This design comes from an exercise in tuning for small area on the open sky130 flow, not from production work.
Where RTL was checked, it was by simulation tests only, not by an equivalence proof against the original.
Function not checked in run 1: the RTL went through the layout flow alone.
Power figures rest on the tool's default switching activity, not on a simulated workload.

`flow/design.v`:
```
package link_ctrl_pkg;
  localparam int IPB_ADDR_W = 24;
  localparam int IPB_DATA_W = 32;
  localparam int TGT_LSB    = 20;             
  localparam int TGT_W      = 4;
  localparam int REG_IDX_W  = 2;              
  localparam int WR_COUNT_W = 16;
  localparam int BIT_IDX_W  = 5;
  localparam int CHANNEL_COUNT = 5;           
  localparam int SYNTH_TARGET  = 5;           
  localparam int SYNTH_BITS = 32;
  localparam int SEQ_W      = 7;              
  typedef logic [IPB_ADDR_W-1:0] ipb_addr_t;
  typedef logic [IPB_DATA_W-1:0] ipb_data_t;
  typedef logic [TGT_W-1:0]      target_t;
  typedef logic [REG_IDX_W-1:0]  reg_idx_t;
  typedef logic [WR_COUNT_W-1:0] wr_count_t;
  typedef logic [BIT_IDX_W-1:0]  bit_idx_t;
  localparam reg_idx_t CHAN_COUNT_REG = 2'd3;   
  localparam reg_idx_t SYNTH_WORD_REG = 2'd0;   
  localparam reg_idx_t SYNTH_STAT_REG = 2'd1;   
  localparam reg_idx_t SYNTH_CTRL_REG = 2'd2;   
  typedef enum logic [2:0] {
    st_idle  = 3'd0,
    st_write = 3'd1,                          
    st_rd1   = 3'd2,                          
    st_rd2   = 3'd3,
    st_rd3   = 3'd4,
    st_ack   = 3'd5,
    st_hold  = 3'd6                           
  } ipb_state_t;
endpackage
module ipb_io_fsm (
  input  logic ipb_clk,
  input  logic rst,
  input  logic ipb_strobe,   
  input  logic ipb_write,
  output logic io_wr_en,     
  output logic io_rd1,       
  output logic ipb_ack
);
  link_ctrl_pkg::ipb_state_t state;
  link_ctrl_pkg::ipb_state_t state_nxt;
  always_comb begin
    case (state)
      link_ctrl_pkg::st_idle:  state_nxt = !ipb_strobe ? link_ctrl_pkg::st_idle :
                                           ipb_write ? link_ctrl_pkg::st_write : link_ctrl_pkg::st_rd1;
      link_ctrl_pkg::st_write: state_nxt = link_ctrl_pkg::st_ack;
      link_ctrl_pkg::st_rd1:   state_nxt = link_ctrl_pkg::st_rd2;
      link_ctrl_pkg::st_rd2:   state_nxt = link_ctrl_pkg::st_rd3;
      link_ctrl_pkg::st_rd3:   state_nxt = link_ctrl_pkg::st_ack;
      link_ctrl_pkg::st_ack:   state_nxt = link_ctrl_pkg::st_hold;
      link_ctrl_pkg::st_hold:  state_nxt = ipb_strobe ? link_ctrl_pkg::st_hold : link_ctrl_pkg::st_idle;
      default:                 state_nxt = link_ctrl_pkg::st_idle;
    endcase
  end
  always_ff @(posedge ipb_clk) begin
    if (rst) state <= link_ctrl_pkg::st_idle;
    else     state <= state_nxt;
  end
  assign io_wr_en = (state == link_ctrl_pkg::st_write);
  assign io_rd1   = (state == link_ctrl_pkg::st_rd1);
  assign ipb_ack  = (state == link_ctrl_pkg::st_ack);
endmodule
module ipb_target_sel (
  input  link_ctrl_pkg::ipb_addr_t ipb_addr,
  input  logic io_wr_en,
  output logic [link_ctrl_pkg::CHANNEL_COUNT-1:0] chan_wr,
  output logic synth_wr,
  input  link_ctrl_pkg::ipb_data_t [link_ctrl_pkg::CHANNEL_COUNT-1:0] chan_reg0,
  input  link_ctrl_pkg::ipb_data_t [link_ctrl_pkg::CHANNEL_COUNT-1:0] chan_reg1,
  input  link_ctrl_pkg::ipb_data_t [link_ctrl_pkg::CHANNEL_COUNT-1:0] chan_reg2,
  input  link_ctrl_pkg::wr_count_t [link_ctrl_pkg::CHANNEL_COUNT-1:0] chan_count,
  output link_ctrl_pkg::wr_count_t count_sel,   
  input  link_ctrl_pkg::ipb_data_t synth_rd_data,
  output link_ctrl_pkg::ipb_data_t ipb_rdata
);
  link_ctrl_pkg::target_t  target;
  link_ctrl_pkg::reg_idx_t idx;
  assign target = ipb_addr[link_ctrl_pkg::TGT_LSB +: link_ctrl_pkg::TGT_W];
  assign idx    = ipb_addr[link_ctrl_pkg::REG_IDX_W-1:0];
  always_comb begin
    for (int i = 0; i < link_ctrl_pkg::CHANNEL_COUNT; i++) begin
      chan_wr[i] = io_wr_en && (target == link_ctrl_pkg::target_t'(i));
    end
  end
  assign synth_wr = io_wr_en && (target == link_ctrl_pkg::target_t'(link_ctrl_pkg::SYNTH_TARGET));
  logic [link_ctrl_pkg::CHANNEL_COUNT-1:0] chan_sel;
  logic [link_ctrl_pkg::CHANNEL_COUNT-1:0] sel0, sel1, sel2;
  logic sel_cnt, synth_sel;
  always_comb begin
    for (int i = 0; i < link_ctrl_pkg::CHANNEL_COUNT; i++) begin
      chan_sel[i] = (target == link_ctrl_pkg::target_t'(i));
    end
  end
  assign synth_sel = (target == link_ctrl_pkg::target_t'(link_ctrl_pkg::SYNTH_TARGET));
  assign sel0      = chan_sel & {link_ctrl_pkg::CHANNEL_COUNT{idx == 2'd0}};
  assign sel1      = chan_sel & {link_ctrl_pkg::CHANNEL_COUNT{idx == 2'd1}};
  assign sel2      = chan_sel & {link_ctrl_pkg::CHANNEL_COUNT{idx == 2'd2}};
  assign sel_cnt   = (|chan_sel) && (idx == link_ctrl_pkg::CHAN_COUNT_REG);
  always_comb begin
    count_sel = '0;
    for (int i = 0; i < link_ctrl_pkg::CHANNEL_COUNT; i++) begin
      count_sel = count_sel | (chan_count[i] & {link_ctrl_pkg::WR_COUNT_W{chan_sel[i]}});
    end
  end
  always_comb begin
    ipb_rdata = (synth_rd_data & {link_ctrl_pkg::IPB_DATA_W{synth_sel}})
              | (link_ctrl_pkg::ipb_data_t'(count_sel) & {link_ctrl_pkg::IPB_DATA_W{sel_cnt}});
    for (int i = 0; i < link_ctrl_pkg::CHANNEL_COUNT; i++) begin
      ipb_rdata = ipb_rdata
                | (chan_reg0[i] & {link_ctrl_pkg::IPB_DATA_W{sel0[i]}})
                | (chan_reg1[i] & {link_ctrl_pkg::IPB_DATA_W{sel1[i]}})
                | (chan_reg2[i] & {link_ctrl_pkg::IPB_DATA_W{sel2[i]}});
    end
  end
endmodule
module chan_reg_bank (
  input  logic ipb_clk,
  input  logic rst,
  input  logic wr,                      
  input  link_ctrl_pkg::reg_idx_t reg_idx,
  input  link_ctrl_pkg::ipb_data_t wr_data,    
  input  link_ctrl_pkg::wr_count_t cnt_nxt,    
  output link_ctrl_pkg::ipb_data_t reg0,
  output link_ctrl_pkg::ipb_data_t reg1,
  output link_ctrl_pkg::ipb_data_t reg2,
  output link_ctrl_pkg::wr_count_t wr_count
);
  always_ff @(posedge ipb_clk) begin
    if (rst || (wr && reg_idx == 2'd0)) reg0 <= wr_data;
  end
  always_ff @(posedge ipb_clk) begin
    if (rst || (wr && reg_idx == 2'd1)) reg1 <= wr_data;
  end
  always_ff @(posedge ipb_clk) begin
    if (rst || (wr && reg_idx == 2'd2)) reg2 <= wr_data;
  end
  always_ff @(posedge ipb_clk) begin
    if (rst || (wr && reg_idx != link_ctrl_pkg::CHAN_COUNT_REG)) wr_count <= cnt_nxt;
  end
endmodule
module synth_bit_timer (
  input  logic ipb_clk,
  input  logic rst,
  input  logic start,                   
  output logic [link_ctrl_pkg::SEQ_W-1:0] seq,
  output logic busy
);
  always_ff @(posedge ipb_clk) begin
    if (rst) begin
      busy <= 1'b0;
      seq  <= '0;
    end else begin
      if (start) begin
        busy <= 1'b1;
      end else if (seq == '1) begin
        busy <= 1'b0;                   
      end
      if (busy) begin
        seq <= seq + link_ctrl_pkg::SEQ_W'(1);
      end
    end
  end
endmodule
module synth_serial_if (
  input  logic ipb_clk,
  input  logic rst,
  input  logic wr,                      
  input  logic rd1,                     
  input  link_ctrl_pkg::reg_idx_t reg_idx,
  input  link_ctrl_pkg::ipb_data_t wr_data,    
  output link_ctrl_pkg::ipb_data_t rd_data,
  input  logic [link_ctrl_pkg::SEQ_W-1:0] seq,
  input  logic busy,
  output logic start,
  output logic dclk,
  output logic ddat,
  output logic dlen,
  output logic goe,
  output logic sync
);
  link_ctrl_pkg::ipb_data_t last_word;         
  link_ctrl_pkg::bit_idx_t  bit_idx;
  logic busy_rd;                                
  assign start   = wr && (reg_idx == link_ctrl_pkg::SYNTH_WORD_REG) && !busy;   
  assign bit_idx = seq[link_ctrl_pkg::SEQ_W-1 -: link_ctrl_pkg::BIT_IDX_W];
  assign dclk    = seq[1];
  assign dlen    = busy;
  assign ddat    = busy && last_word[~bit_idx];   
  always_ff @(posedge ipb_clk) begin
    if (rst || start) last_word <= wr_data;
  end
  always_ff @(posedge ipb_clk) begin
    if (rst || (wr && reg_idx == link_ctrl_pkg::SYNTH_CTRL_REG)) begin
      goe  <= wr_data[0];
      sync <= wr_data[1];
    end
  end
  always_ff @(posedge ipb_clk) begin
    if (rd1) busy_rd <= busy;
  end
  always_comb begin
    case (reg_idx)
      link_ctrl_pkg::SYNTH_WORD_REG: rd_data = last_word;
      link_ctrl_pkg::SYNTH_STAT_REG: rd_data = link_ctrl_pkg::ipb_data_t'(busy_rd);
      link_ctrl_pkg::SYNTH_CTRL_REG: rd_data = link_ctrl_pkg::ipb_data_t'({sync, goe});
      default:                       rd_data = '0;
    endcase
  end
endmodule
module link_ctrl_top (
  input  logic ipb_clk,
  input  logic rst,
  input  logic ipb_strobe,
  input  logic ipb_write,
  input  link_ctrl_pkg::ipb_addr_t ipb_addr,
  input  link_ctrl_pkg::ipb_data_t ipb_wdata,
  output link_ctrl_pkg::ipb_data_t ipb_rdata,
  output logic ipb_ack,
  output logic adcclk_dclk,
  output logic adcclk_ddat,
  output logic adcclk_dlen,
  output logic adcclk_goe,
  output logic adcclk_sync
);
  logic io_wr_en;
  logic io_rd1;
  logic [link_ctrl_pkg::CHANNEL_COUNT-1:0] chan_wr;
  link_ctrl_pkg::ipb_data_t [link_ctrl_pkg::CHANNEL_COUNT-1:0] chan_reg0;
  link_ctrl_pkg::ipb_data_t [link_ctrl_pkg::CHANNEL_COUNT-1:0] chan_reg1;
  link_ctrl_pkg::ipb_data_t [link_ctrl_pkg::CHANNEL_COUNT-1:0] chan_reg2;
  link_ctrl_pkg::wr_count_t [link_ctrl_pkg::CHANNEL_COUNT-1:0] chan_count;
  link_ctrl_pkg::wr_count_t count_sel;
  link_ctrl_pkg::wr_count_t cnt_nxt;
  link_ctrl_pkg::ipb_data_t wr_data;
  link_ctrl_pkg::ipb_data_t synth_rd_data;
  logic synth_wr;
  logic [link_ctrl_pkg::SEQ_W-1:0] seq;
  logic busy;
  logic start;
  assign wr_data = ipb_wdata & {link_ctrl_pkg::IPB_DATA_W{!rst}};
  assign cnt_nxt = (count_sel + link_ctrl_pkg::wr_count_t'(1)) & {link_ctrl_pkg::WR_COUNT_W{!rst}};
  ipb_io_fsm i_ipb_io_fsm (
    .ipb_clk   (ipb_clk),
    .rst       (rst),
    .ipb_strobe(ipb_strobe),
    .ipb_write (ipb_write),
    .io_wr_en  (io_wr_en),
    .io_rd1    (io_rd1),
    .ipb_ack   (ipb_ack)
  );
  ipb_target_sel i_ipb_target_sel (
    .ipb_addr     (ipb_addr),
    .io_wr_en     (io_wr_en),
    .chan_wr      (chan_wr),
    .synth_wr     (synth_wr),
    .chan_reg0    (chan_reg0),
    .chan_reg1    (chan_reg1),
    .chan_reg2    (chan_reg2),
    .chan_count   (chan_count),
    .count_sel    (count_sel),
    .synth_rd_data(synth_rd_data),
    .ipb_rdata    (ipb_rdata)
  );
  for (genvar i = 0; i < link_ctrl_pkg::CHANNEL_COUNT; i++) begin : g_chan
    chan_reg_bank i_chan_reg_bank (
      .ipb_clk (ipb_clk),
      .rst     (rst),
      .wr      (chan_wr[i]),
      .reg_idx (ipb_addr[link_ctrl_pkg::REG_IDX_W-1:0]),
      .wr_data (wr_data),
      .cnt_nxt (cnt_nxt),
      .reg0    (chan_reg0[i]),
      .reg1    (chan_reg1[i]),
      .reg2    (chan_reg2[i]),
      .wr_count(chan_count[i])
    );
  end
  synth_bit_timer i_synth_bit_timer (
    .ipb_clk(ipb_clk),
    .rst    (rst),
    .start  (start),
    .seq    (seq),
    .busy   (busy)
  );
  synth_serial_if i_synth_serial_if (
    .ipb_clk(ipb_clk),
    .rst    (rst),
    .wr     (synth_wr),
    .rd1    (io_rd1),
    .reg_idx(ipb_addr[link_ctrl_pkg::REG_IDX_W-1:0]),
    .wr_data(wr_data),
    .rd_data(synth_rd_data),
    .seq    (seq),
    .busy   (busy),
    .start  (start),
    .dclk   (adcclk_dclk),
    .ddat   (adcclk_ddat),
    .dlen   (adcclk_dlen),
    .goe    (adcclk_goe),
    .sync   (adcclk_sync)
  );
endmodule
```
`flow/config.mk`:
```
export PLATFORM = sky130hd
export DESIGN_NAME = link_ctrl_top
export DESIGN_NICKNAME = link_ctrl_top
export VERILOG_FILES = /design/flow/design.v
export SDC_FILE = /design/flow/constraint.sdc
export NUM_CORES = 4
export LEC_CHECK = 0
export CAP_MARGIN = 20
export CORE_MARGIN = 2
export CORE_UTILIZATION = 40
export CTS_BUF_LIST = sky130_fd_sc_hd__clkbuf_4
export SLEW_MARGIN = 20
```
`flow/constraint.sdc`:
```
create_clock -name core_clock -period 5.0 [get_ports {ipb_clk}]
set_input_delay 1.0000 -clock core_clock [delete_from_list [all_inputs] [get_ports {ipb_clk}]]
set_output_delay 1.0000 -clock core_clock [all_outputs]
set_load 0.01 [all_outputs]
```
`flow/run.sh`:
```
#!/bin/bash
# synth_recipe.tcl (not shown) runs the flow's synth.tcl, then flattens the netlist and writes it again
# the make line also repeats each setting of config.mk as NAME=value (left out here)
make -C /OpenROAD-flow-scripts/flow DESIGN_CONFIG=/design/flow/config.mk WORK_HOME=/design/flow/orfs CLKGATE_MAP_FILE= SYNTH_SCRIPT=/design/flow/synth_recipe.tcl finish
```
==> results.sh, run 1 <==
export IMPL_clkTransAtPathRegs_ns=0.06
export IMPL_grt_pass1_vias=14600
export IMPL_gp_congestion=0.817
export IMPL_hpwl_um=39800
export IMPL_drt_pass1_iterations=8
export IMPL_status="complete, no violations"
export IMPL_fp_dieH_um=245
export IMPL_final_min_clock_period_ns=4.93
export IMPL_clock_root_buffer="clkbuf_4"
export IMPL_hp_class="flop to flop"
export IMPL_initial_core_util=0.403
export IMPL_route_detailed_drc=0
export IMPL_core_area_sq_um=57600
export IMPL_crit_path_end_kind="primary output"
export IMPL_worst_hold_slack_ns=0.500
export IMPL_ys_flop_type="edfxtp_1"
export IMPL_worstSkewPairLatency_ns=0.98
export IMPL_ant_nets=0
export IMPL_fmax_mhz=203
export IMPL_tritoncts="yes"
export IMPL_start_kind="primary input"
export IMPL_numCtsBuffers=157
export IMPL_io_pins=98
export IMPL_grt_start_max_net_pins=65
export IMPL_crit_type="primary input to primary output"
export IMPL_hold_violations=0
export IMPL_yosys_area_top_type="edfxtp_1"
export IMPL_std_cell_rows=88
export IMPL_setup_viol=0
export IMPL_drt_iter0_drc=1608
export IMPL_rsz0062_at_grt="no"
export IMPL_ir_drop_v=0.000196
export IMPL_dpl_cell_area_sq_um=26100
export IMPL_finalNetCount=1721
export IMPL_p_per_area_nw_per_um2=385
export IMPL_drv_cap=0
export IMPL_crit_path_cell_trace="clkdlybuf4s50_1 -> or4b_2 -> nor2_2 -> buf_4 -> nand2_1 -> o21ai_0 -> a2111oi_0 -> buf_4 -> o21ai_0 -> clkdlybuf4s50_1"
export IMPL_clock_sinks=606
export IMPL_dieWidth_um=245
export IMPL_wl_per_cell_um=25.7
export IMPL_port_buffers=79
export IMPL_yosys_area_top_type_share=0.769
export IMPL_drive_above_1_share=0.253
export IMPL_cts_hold_buf=0
export IMPL_syn_num_nets=1434
export IMPL_cts_buffer_depth=3
export IMPL_max_slew_margin_rel=0.239
export IMPL_yosys_warnings=5
export IMPL_htreeDepth=4
export IMPL_timing_final_crit_share=0.985
export IMPL_arrival_ns=3.93
export IMPL_crit_required_ns=4.00
export IMPL_power_leakage_nw=10.1
export IMPL_wl_um=65400
export IMPL_ys_ff_latch=606
export IMPL_antenna_found_initial=2
export IMPL_ys_seq_area_frac=0.779
export IMPL_syn_to_final_growth_pct=21.0
export IMPL_syn_instance_count=1372
export IMPL_cp_slowest_cell="or4b_2"
export IMPL_die_area_sq_um=60000
export IMPL_maxSlewViolCount=0
export IMPL_overflow=0
export IMPL_vias=14400
export IMPL_synthArstFlopShare=0
export IMPL_critPathMaxFanout=7
export IMPL_syn_area_sq_um=23200
export IMPL_avgViaCountPerCell=5.67
export IMPL_tightest_slew_ns=1.14
export IMPL_slowest_delay_ns=0.78
export IMPL_syn_area_per_cell_sq_um=16.9
export IMPL_finClkSkew_ns=0.0649
export IMPL_track_usage=0.219
export IMPL_synth_cell_type_count=63
export IMPL_synth_edf_count=595
export IMPL_grt_pass1_wl_um=94800
export IMPL_stdcell_area_sq_um=28100
export IMPL_synth_area_top_cells="edfxtp_1 77%, a22oi_1 4.6%, a222oi_1 2.5%, mux2i_1 1.7%, nand2_1 1.3%"
==> cells by family (layout without fill, tap and decap cells) <==
kind of cell,after synthesis,in the layout,synth area share
flops,606,606,0.779
mux,57,57,0.0309
fa+ha+maj,2,2,0.00108
buf+inv,88,492,0.0164
simple gates,293,293,0.0640
compound gates,318,318,0.106
xor+xnor,8,8,0.00302
other cells,0,5,0
==> report_power, final <==
group / switching [mW] / internal [mW] / leakage [nW]
registers: 0.0927 / 5.93 / 6.15
clock network: 2.05 / 2.11 / 1.16
logic: 0.414 / 0.208 / 2.78
==> state kept, by name, indices dropped and copies added (netlist names), 3 cells and up <==
name / flops
g_chan.i_chan_reg_bank.wr_count: 80
i_synth_bit_timer.seq: 7
i_ipb_io_fsm.state: 3
g_chan.i_chan_reg_bank.reg2: 160
g_chan.i_chan_reg_bank.reg1: 160
i_synth_serial_if.last_word: 32
g_chan.i_chan_reg_bank.reg0: 160
==> repair_timing <==
item                       CTS  global route
setup buffers                0             0
gates resized for setup      4             9
setup endpoints to repair   18             9
pin swaps                    0             0
gates cloned                 0             0
==> cell type report <==
| class | count | area (sq um) |
|---|---|---|
| antenna | 5 | 12.5 |
| clock buffer | 220 | 1650 |
| clock inverter | 56 | 319 |
| fill | 4948 | 29500 |
| inverter | 4 | 15.0 |
| multi-input combinational | 678 | 4920 |
| sequential | 606 | 18100 |
| tap | 765 | 957 |
| timing repair buffer | 212 | 2130 |
==> worst paths after layout <==
check | cells past startpoint | slack [ns] | to | start
setup / recovery | 10 | 0.07 | ipb_rdata[9] | ipb_addr[23]
hold / removal | 1 | 0.50 | i_synth_bit_timer.busy | i_synth_bit_timer.seq[6]
setup reg to reg | 9 | 2.12 | g_chan[1].i_chan_reg_bank.wr_count[10] | g_chan[2].i_chan_reg_bank.wr_count[0]
hold reg to reg | 1 | 0.50 | i_synth_bit_timer.busy | i_synth_bit_timer.seq[6]
==> cell usage after synthesis (all sizes together) (5+ instances only) <==
cell	number
nor3	17
a22o	10
o21ai	23
buf	23
nor3b	5
a222oi	57
o22ai	10
and2	6
nand3	15
nor2b	42
and3	5
a22oi	142
mux2i	39
edfxtp	595
a21oi	19
nand4	17
clkbuf	61
a2111oi	5
nand3b	6
a221oi	7
a21o	23
nand2	81
mux4	11
mux2	7
nor2	69
dfxtp	11
==> routing by layer <==
metal / vias up / GRT usage / wire length (um)
li1: 6322 / - / -
met1: 7356 / 0.292 / 27200
met2: 656 / 0.347 / 31300
met3: 97 / 0.0579 / 5470
met4: 0 / 0.0802 / 1400
met5: - / 0 / 0
==> placed cells by master (no fill, tap or decap), drive strengths merged, types with 6 or more instances in the layout <==
master	synthesis	final
a21o	23	23
a21oi	19	19
a221oi	7	7
a222oi	57	57
a22o	10	10
a22oi	142	142
and2	6	6
buf	23	135
clkbuf	61	220
clkdlybuf4s50	0	75
clkinv	0	45
dfxtp	11	11
edfxtp	595	595
inv	4	11
mux2	7	7
mux2i	39	39
mux4	11	11
nand2	81	81
nand3	15	15
nand3b	6	6
nand4	17	17
nor2	69	69
nor2b	42	42
nor3	17	17
o21ai	23	23
o22ai	10	10
==> critical path, delay by kind of cell <==
kind	cells	cell delay [ns]
AO/OA/AOI/OAI	3	0.30
buffers and inverters	4	1.56
AND/OR/NAND/NOR	3	1.06
==> through the flow <==
stage               total power [mW]  std cells  setup TNS (ns)  setup slack (ns)  utilization
floorplan                       6.39       1372               0             0.475            -
global placement                6.72       2265          -0.383           -0.0566        0.453
detailed placement              6.75       2265          -0.389           -0.0642        0.453
CTS                             10.9       2541               0            0.0389        0.487
global route                    11.2       2544               0           0.00803        0.488
finish                          10.8       2546               0            0.0727        0.488
==> run 2: changes to the inputs <==
--- a/flow/design.v
+++ b/flow/design.v
@@ -77,6 +77,7 @@
 );
   link_ctrl_pkg::target_t  target;
   link_ctrl_pkg::reg_idx_t idx;
+  link_ctrl_pkg::ipb_data_t chan_data;
   assign target = ipb_addr[link_ctrl_pkg::TGT_LSB +: link_ctrl_pkg::TGT_W];
   assign idx    = ipb_addr[link_ctrl_pkg::REG_IDX_W-1:0];
   always_comb begin
@@ -85,33 +86,32 @@
     end
   end
   assign synth_wr = io_wr_en && (target == link_ctrl_pkg::target_t'(link_ctrl_pkg::SYNTH_TARGET));
-  logic [link_ctrl_pkg::CHANNEL_COUNT-1:0] chan_sel;
-  logic [link_ctrl_pkg::CHANNEL_COUNT-1:0] sel0, sel1, sel2;
-  logic sel_cnt, synth_sel;
   always_comb begin
-    for (int i = 0; i < link_ctrl_pkg::CHANNEL_COUNT; i++) begin
-      chan_sel[i] = (target == link_ctrl_pkg::target_t'(i));
-    end
+    case (target)
+      4'd0:    count_sel = chan_count[0];
+      4'd1:    count_sel = chan_count[1];
+      4'd2:    count_sel = chan_count[2];
+      4'd3:    count_sel = chan_count[3];
+      default: count_sel = chan_count[4];
+    endcase
   end
-  assign synth_sel = (target == link_ctrl_pkg::target_t'(link_ctrl_pkg::SYNTH_TARGET));
-  assign sel0      = chan_sel & {link_ctrl_pkg::CHANNEL_COUNT{idx == 2'd0}};
-  assign sel1      = chan_sel & {link_ctrl_pkg::CHANNEL_COUNT{idx == 2'd1}};
-  assign sel2      = chan_sel & {link_ctrl_pkg::CHANNEL_COUNT{idx == 2'd2}};
-  assign sel_cnt   = (|chan_sel) && (idx == link_ctrl_pkg::CHAN_COUNT_REG);
   always_comb begin
-    count_sel = '0;
-    for (int i = 0; i < link_ctrl_pkg::CHANNEL_COUNT; i++) begin
-      count_sel = count_sel | (chan_count[i] & {link_ctrl_pkg::WR_COUNT_W{chan_sel[i]}});
-    end
+    case (target)
+      4'd0:    chan_data = (idx == 2'd0) ? chan_reg0[0] : (idx == 2'd1) ? chan_reg1[0] : chan_reg2[0];
+      4'd1:    chan_data = (idx == 2'd0) ? chan_reg0[1] : (idx == 2'd1) ? chan_reg1[1] : chan_reg2[1];
+      4'd2:    chan_data = (idx == 2'd0) ? chan_reg0[2] : (idx == 2'd1) ? chan_reg1[2] : chan_reg2[2];
+      4'd3:    chan_data = (idx == 2'd0) ? chan_reg0[3] : (idx == 2'd1) ? chan_reg1[3] : chan_reg2[3];
+      default: chan_data = (idx == 2'd0) ? chan_reg0[4] : (idx == 2'd1) ? chan_reg1[4] : chan_reg2[4];
+    endcase
+    if (idx == link_ctrl_pkg::CHAN_COUNT_REG) chan_data = link_ctrl_pkg::ipb_data_t'(count_sel);
   end
   always_comb begin
-    ipb_rdata = (synth_rd_data & {link_ctrl_pkg::IPB_DATA_W{synth_sel}})
-              | (link_ctrl_pkg::ipb_data_t'(count_sel) & {link_ctrl_pkg::IPB_DATA_W{sel_cnt}});
-    for (int i = 0; i < link_ctrl_pkg::CHANNEL_COUNT; i++) begin
-      ipb_rdata = ipb_rdata
-                | (chan_reg0[i] & {link_ctrl_pkg::IPB_DATA_W{sel0[i]}})
-                | (chan_reg1[i] & {link_ctrl_pkg::IPB_DATA_W{sel1[i]}})
-                | (chan_reg2[i] & {link_ctrl_pkg::IPB_DATA_W{sel2[i]}});
+    if (target < link_ctrl_pkg::target_t'(link_ctrl_pkg::CHANNEL_COUNT)) begin
+      ipb_rdata = chan_data;
+    end else if (target == link_ctrl_pkg::target_t'(link_ctrl_pkg::SYNTH_TARGET)) begin
+      ipb_rdata = synth_rd_data;
+    end else begin
+      ipb_rdata = '0;                   
     end
   end
 endmodule
--- a/flow/config.mk
+++ b/flow/config.mk
@@ -8,5 +8,4 @@
 export CAP_MARGIN = 20
 export CORE_MARGIN = 2
 export CORE_UTILIZATION = 40
-export CTS_BUF_LIST = sky130_fd_sc_hd__clkbuf_4
 export SLEW_MARGIN = 20
==> run 2 against run 1 <==
Compared with the run above:
- highest routed layer unchanged
- clock skew decreased by 0.042 ns
- final area increased by 3.2%
- sequential share of layout area decreased by 2.0 points
- via count decreased by 8.0%
- largest power group unchanged
- power increased by 4.1%
- critical path type unchanged
- hold slack improved by 0.018 ns
- worst setup slack improved by 0.095 ns
- register-to-register slack improved by 0.29 ns
- combinational power increased by 58%
- maximum frequency increased by 2.0%
- sequential cell count unchanged
==> results.sh, run 2 <==
export IMPL_timing_final_crit_share=0.966
export IMPL_pwr_share_comb=0.087
export IMPL_worstSkewPairLatency_ns=0.63
export IMPL_maxSlewViolCount=0
export IMPL_track_usage=0.185
export IMPL_final_min_clock_period_ns=4.83
export IMPL_multiInputGateArea_sq_um=6440
export IMPL_pwr_share_seq=0.534
export IMPL_pwr_share_clk=0.379
export IMPL_overflow=0
export IMPL_syn_area_sq_um=24800
export IMPL_rsz0062_at_grt="no"
export IMPL_p_per_area_nw_per_um2=388
export IMPL_insertedDiodeCount=0
export IMPL_route_detailed_drc=0
export IMPL_antenna_found_initial=0
export IMPL_clock_root_buffer="clkbuf_16"
export IMPL_fmax_mhz=207
export IMPL_synth_edf_count=595
export IMPL_timing_rr_start="i_ipb_io_fsm.state[0]"
export IMPL_core_area_sq_um=61500
export IMPL_wl_per_cell_um=25.2
export IMPL_syn_to_final_growth_pct=17.0
export IMPL_drive_above_1_share=0.207
export IMPL_wl_um=59100
export IMPL_crit_required_ns=4.00
export IMPL_r2r_end="g_chan[3].i_chan_reg_bank.reg2[22]"
export IMPL_dieWidth_um=253
export IMPL_htreeDepth=2
export IMPL_drt_pass1_iterations=5
export IMPL_cts_hold_buf=0
export IMPL_port_buffers=79
export IMPL_synth_area_top_cells="edfxtp_1 72%, mux4_2 7.1%, mux2i_1 4.0%, mux2_2 1.6%, o21ai_0 1.4%"
export IMPL_setup_viol=0
export IMPL_syn_num_nets=1449
export IMPL_status="complete, no violations"
export IMPL_finClkSkew_ns=0.0230
export IMPL_critPathLaunch="ipb_addr[22]"
export IMPL_finalNetCount=1575
export IMPL_fp_dieH_um=253
export IMPL_cts_buffer_depth=3
export IMPL_vias=13300
export IMPL_io_pins=98
export IMPL_reg2reg_depth=6
export IMPL_std_cell_rows=91
export IMPL_ys_seq_area_frac=0.730
export IMPL_p_switching_mw=2.52
export IMPL_syn_area_per_cell_sq_um=17.9
export IMPL_hpwl_um=34500
export IMPL_grt_start_max_net_pins=109
export IMPL_layout_common_cells="595 x edfxtp_1, 98 x mux2i_1, 89 x nand2_1"
export IMPL_yosys_area_top_type="edfxtp_1"
export IMPL_start_kind="primary input"
export IMPL_ys_flop_type="edfxtp_1"
export IMPL_arrival_ns=3.83
export IMPL_hold_violations=0
export IMPL_ff_latch_area_sq_um=18100
export IMPL_crit_path_end_kind="primary output"
export IMPL_hp_class="flop to flop"
export IMPL_cts_setup_buffers=0
export IMPL_crit_type="primary input to primary output"
export IMPL_grt_pass1_vias=13100
export IMPL_initial_core_util=0.403
export IMPL_power_leakage_nw=10.2
export IMPL_hold_path_cell_count=1
export IMPL_synthArstFlopShare=0
export IMPL_n_fill_cell=5124
export IMPL_synth_common_cells="595 x edfxtp_1, 98 x mux2i_1, 89 x nand2_1"
export IMPL_internal_power_mw=8.73
export IMPL_synth_cell_type_count=63
export IMPL_max_slew_margin_rel=0.277
export IMPL_tritoncts="yes"
export IMPL_switching_share=0.224
export IMPL_clkTransAtPathRegs_ns=0.06
export IMPL_yosys_area_top_type_share=0.721
export IMPL_drv_cap=0
export IMPL_ant_nets=0
export IMPL_avgViaCountPerCell=5.65
export IMPL_ys_ff_latch=606
export IMPL_endpoint="ipb_rdata[26]"
export IMPL_reg_largest_list="g_chan.i_chan_reg_bank.reg0: 160 flops, g_chan.i_chan_reg_bank.reg1: 160 flops, g_chan.i_chan_reg_bank.reg2: 160 flops"
export IMPL_reg2reg_slack_ns=2.41
export IMPL_ir_drop_v=0.000285
export IMPL_grt_pass1_wl_um=86500
export IMPL_die_area_sq_um=64000
export IMPL_cts_resized=0
export IMPL_tightest_slew_ns=1.08
export IMPL_final_setup_tns_ns=0
export IMPL_drt_iter0_drc=1109
export IMPL_clock_sinks=606
export IMPL_syn_instance_count=1388
export IMPL_critPathMaxFanout=22
export IMPL_gp_congestion=0.777
export IMPL_yosys_warnings=5
export IMPL_worst_hold_slack_ns=0.518
export IMPL_final_common_cell="edfxtp_1"
export IMPL_numCtsBuffers=61
export IMPL_yosys_cell_count_top_type="edfxtp_1"
==> run 2: changes by cell type in the layout (fill, tap and decap cells not counted), moves of 30 or more <==
cell       change
buf_4         -54
a22oi_1      -136
clkbuf_16     +62
mux2i_1       +59
o211ai_1      +34
clkbuf_4     -219
a222oi_1      -57
mux4_2        +67
o21ai_0       +48
mux2_2        +30
==> run 2: power by group through the flow <==
stage	logic, mW	clock network [mW]	registers (mW)
2_1_floorplan	0.583	0	6.09
3_3_place_gp	0.971	0	6.10
3_5_place_dp	0.984	0	6.11
4_1_cts	0.989	4.35	6.01
5_1_grt	1.05	4.54	6.03
6_report	0.980	4.26	6.01
==> run 2: how the worst min path moves through the flow <==
| stage | slack [ns] | end | from |
|---|---|---|---|
| 2_1_floorplan | 0.48 | i_synth_bit_timer.busy | i_synth_bit_timer.seq[6] |
| 3_3_place_gp | 0.49 | i_synth_bit_timer.busy | i_synth_bit_timer.seq[6] |
| 3_5_place_dp | 0.51 | i_synth_bit_timer.busy | i_synth_bit_timer.seq[6] |
| 4_1_cts | 0.52 | i_synth_bit_timer.busy | i_synth_bit_timer.seq[6] |
| 5_1_grt | 0.55 | i_synth_bit_timer.busy | i_synth_bit_timer.seq[6] |
| 6_report | 0.52 | i_synth_bit_timer.busy | i_synth_bit_timer.seq[6] |
==> run 2: routing by layer <==
metal	vias to the layer above	share of wire	global-route usage
met4	0	0.020	0.0441
met2	426	0.48	0.296
li1	5830	-	-
met3	79	0.063	0.0295
met5	-	0	0
met1	6944	0.44	0.266
==> run 2: cell families (layout without fill, tap and decap cells) <==
family	after synthesis	in the layout	share of synthesized area
and+or+nand+nor	219	219	0.0451
muxes	221	221	0.136
xor gates and xnor gates	12	12	0.00424
buffers and inverters	92	263	0.0176
AOI/OAI and AO/OA	237	237	0.0665
DFF	606	606	0.730
adders and majority gates	1	1	0.000505
==> run 2: final cells by class <==
type,count,area share
Sequential cell,606,0.624
Timing Repair Buffer,151,0.0552
Clock buffer,76,0.0553
Multi-Input combinational cell,690,0.222
Inverter,4,0.000518
Clock inverter,32,0.00859
Tap cell,790,0.0341
==> run 2: critical path, stage by stage <==
cell and delay, ns:
clkdlybuf4s50_1 0.79, or2_2 0.42, buf_4 0.27, buf_4 0.28
o211ai_1 0.13, o21ai_0 0.13, a22o_1 0.24, clkdlybuf4s50_1 0.56
==> run 2: per-stage QoR <==
| step | instances | setup WS (ns) | util | power (mW) | area, sq um |
|---|---|---|---|---|---|
| floorplan | 1388 | 0.786 | - | 6.67 | 24800 |
| global placement | 2239 | 0.225 | 0.441 | 7.07 | 27100 |
| detailed placement | 2239 | 0.251 | 0.441 | 7.10 | 27100 |
| CTS | 2347 | 0.190 | 0.471 | 11.3 | 28900 |
| global route | 2349 | 0.0250 | 0.471 | 11.6 | 29000 |
| finish | 2349 | 0.168 | 0.471 | 11.2 | 29000 |

-- port drivers added, routing unchanged --
How much do the figures lean on ideal ports? The routed layouts below were timed once more, with nothing changed but the port constraints. Step 1 assumes that a clkbuf_16 drives the clock port and a buf_2 every other input. Step 2 adds t to the input delays and takes it off the output delays; t is the mean of the earliest and latest rising clock arrival at the registers after step 1. Input paths then give back, and output paths get back, about the clock's delay inside the block. Slacks: ideal ports / drivers / drivers and shift; pairs: ideal ports / drivers.
| run | shift t [ns] | slack for setup (ns) | worst data-port slew with drivers (ns) |
|---|---|---|---|
| run 1 | 1.020 | 0.073 / 0.048 / 0.048 | 0.04 |
| run 2 | 0.677 | 0.168 / 0.139 / 0.139 | 0.05 |
After both steps setup and hold are still met in every run listed. The setup slack of run 2, which loses most, moves by -0.029 ns with the drivers and by -0.029 ns with both steps.
